This is an optimization exercise on Yosys and OpenROAD, whose aim is small area, a short achievable clock period and few clock cycles per item, not a production implementation.
In this exercise RTL edits were held to simulation tests only and were not proved equivalent to the original.
No activity file was given, so power comes from the tool's default toggle rates.

==> flow/design.v (excerpt) <==
module unsorted_set_table (
	input  logic                          clk,
	input  logic                          arst_n,
	input  logic                          req_valid,
	output logic                          req_ready,
	input  logic [1:0]                    req_action,
	input  logic [ust_pkg::VAL_W-1:0]     req_value,
	output logic                          rsp_valid,
	input  logic                          rsp_ready,
	output logic                          rsp_hit,
	output logic                          rsp_full_res,
	output logic [ust_pkg::OUT_CNT_W-1:0] rsp_entry_count
);
For scale: about 47 I/O pins, roughly 27000 um^2 of cells after synthesis.
clock: 5.0 ns
lec_check: 0
cap_margin: 20
core_margin: 2
core_utilization: 75
cts_buf_list: sky130_fd_sc_hd__clkbuf_8 sky130_fd_sc_hd__clkbuf_16
cts_cluster_diameter: 60
cts_cluster_size: 20
place_density: 0.85
setup_slack_margin: 3.0
slew_margin: 20
run.sh (not shown) runs the stock make flow with config.mk's settings and CLKGATE_MAP_FILE= SYNTH_SCRIPT=/design/flow/synth_recipe.tcl, a recipe that flattens the netlist after the stock synthesis.
Testbench counts at the start, summed over its fixed seeds: cycles 9,624, ops 9,600.
Change:
CORE_UTILIZATION = 50   (was 75)
PLACE_DENSITY = 0.65   (was 0.85)
What happened: The new run completed with no timing, DRC or antenna violations. Synthesized cell count does not change. Register-to-register slack is better by 90 ps. Hold slack is about the same. Synthesized area is unchanged. Total power went up by a few percent. Die area went up by well over a third. Cell count went up by roughly a tenth. Sequential share of layout area went down by 1.1 points. Worst setup slack is better by 100 ps. Design area went up slightly.
Change:
CORE_UTILIZATION = 40   (was 50)
PLACE_DENSITY = 0.6   (was 0.65)
SETUP_SLACK_MARGIN = 2.88   (was 3.0)
Effect: The changed run ran to the end with no violations. Synthesized area stays the same. Die area rose by 25%. Setup slack loses 54 ps. Register-to-register slack is worse by 20 ps. Power stays flat. Clock skew goes up by 15 ps. Clock power increases by about 2%. Count of clock-buffer cells in the layout shrinks by 2. Critical path depth came out lower by 1. Routed wire length rose by 1.7%.
Change:
ABC_AREA = 1   (was unset)
CORE_UTILIZATION = 65   (was 40)
PLACE_DENSITY = 0.75   (was 0.6)
SETUP_SLACK_MARGIN = 3.0   (was 2.88)
Result:
- wire length is higher by roughly a tenth
- power grows by a few percent
- via count went up by about a fifth
- clock-buffer cell count stays the same
- first-iteration DRC count goes up by well over a third
- maximum frequency grows slightly
- global-route usage goes up by 13 points
- worst setup slack improves by 40 ps
- critical path depth increases by 12
- die area decreases by well over a third


unsorted_set_table again, from the RTL that the note above started with.
Settings: LEC_CHECK=0, CAP_MARGIN=20, CORE_MARGIN=2, CORE_UTILIZATION=50, CTS_BUF_LIST=sky130_fd_sc_hd__clkbuf_8, CTS_CLUSTER_DIAMETER=50, CTS_CLUSTER_SIZE=16, PLACE_DENSITY=0.65, SETUP_SLACK_MARGIN=3.0, SLEW_MARGIN=20; clock period 5.0 ns.
Testbench counts at the start, summed over its fixed seeds: cycles 9,624, ops 9,600.
Edit:
CORE_UTILIZATION = 65   (was 50)
CTS_BUF_LIST = sky130_fd_sc_hd__clkbuf_8 sky130_fd_sc_hd__clkbuf_16   (was sky130_fd_sc_hd__clkbuf_8)
CTS_CLUSTER_DIAMETER = 60   (was 50)
CTS_CLUSTER_SIZE = 20   (was 16)
PLACE_DENSITY = 0.75   (was 0.65)
Outcome:
- The changed run completed with no timing, DRC or antenna violations
- die area shrinks by 23%
- area after synthesis does not change
- setup slack gains 0.068 ns
- count of clock-buffer cells in the layout went down by 28
- sequential cell count is unchanged
- core utilization went up by 16 points
- non-clock buffer count falls by 14
- fmax came out higher by 3.2%
- design area shrinks by 1.7%
Edit:
CTS_CLUSTER_DIAMETER = 70   (was 60)
CTS_CLUSTER_SIZE = 25   (was 20)
SETUP_SLACK_MARGIN = 2.88   (was 3.0)
Effect:
- register-to-register slack is worse by 0.11 ns
- hold slack stays flat
- sequential share of layout area climbs by 0.72 points
- via count drops by 0.35%
- wire length drops by 0.64%
- power drops by 1.3%
- design area drops by 1.1%
- final cell count drops by 0.69%
Edit:
CORE_UTILIZATION = 40   (was 65)
CTS_BUF_LIST = not set   (was sky130_fd_sc_hd__clkbuf_8 sky130_fd_sc_hd__clkbuf_16)
CTS_CLUSTER_DIAMETER = not set   (was 70)
CTS_CLUSTER_SIZE = not set   (was 25)
PLACE_DENSITY = 0.6   (was 0.75)
Result: Non-clock buffer count went up by 4; wire length went up by about 6%; die area is higher by 61%; count of clock-buffer cells in the layout rose by 51; final area climbs by 5.3%; global-route usage is lower by 9.5 points; total power rose by about 17%; synthesized area does not change; sequential power stays flat; register-to-register slack improved by 0.08 ns.

==> static timing again, ports no longer ideal <==
The flow's constraints put no driver on any port. The routed layouts listed below were extracted and timed again, unchanged, in two steps. Step 1, drivers: a clkbuf_16 drives clk and a buf_2 each remaining input, both assumed. Step 2 also shifts input and output timing later by t, the mid clock arrival at the registers, as if the neighbouring blocks saw the same clock. Three values: ideal, step 1, step 2; two values: the first two.
| run | t, ns | setup slack, ns | worst hold slack (ns) | clock arrival spread, ns |
|---|---|---|---|---|
| the first run of note 1 | 0.611 | 2.750 / 2.775 / 2.163 | 0.361 / 0.361 / 0.361 | 0.026 / 0.025 |
| the second run of note 1 | 0.641 | 2.851 / 2.799 / 2.329 | 0.364 / 0.364 / 0.364 | 0.032 / 0.031 |
| the third run of note 1 | 0.655 | 2.798 / 2.739 / 2.234 | 0.355 / 0.355 / 0.355 | 0.042 / 0.042 |
| the fourth run of note 1 | 0.639 | 2.838 / 2.789 / 2.305 | 0.346 / 0.346 / 0.346 | 0.027 / 0.027 |
| the first run of note 2 | 0.697 | 2.779 / 2.730 / 2.200 | 0.367 / 0.367 / 0.367 | 0.029 / 0.029 |
| the second run of note 2 | 0.629 | 2.848 / 2.793 / 2.344 | 0.359 / 0.359 / 0.359 | 0.021 / 0.021 |
| the third run of note 2 | 0.623 | 2.795 / 2.795 / 2.210 | 0.358 / 0.358 / 0.358 | 0.038 / 0.038 |
| the fourth run of note 2 | 0.653 | 2.812 / 2.752 / 2.252 | 0.348 / 0.348 / 0.348 | 0.029 / 0.030 |
After both steps setup and hold are still met in every run listed. For the first run of note 1, which loses most, drivers alone change the setup slack by +0.025 ns; drivers and shift together by -0.587 ns.
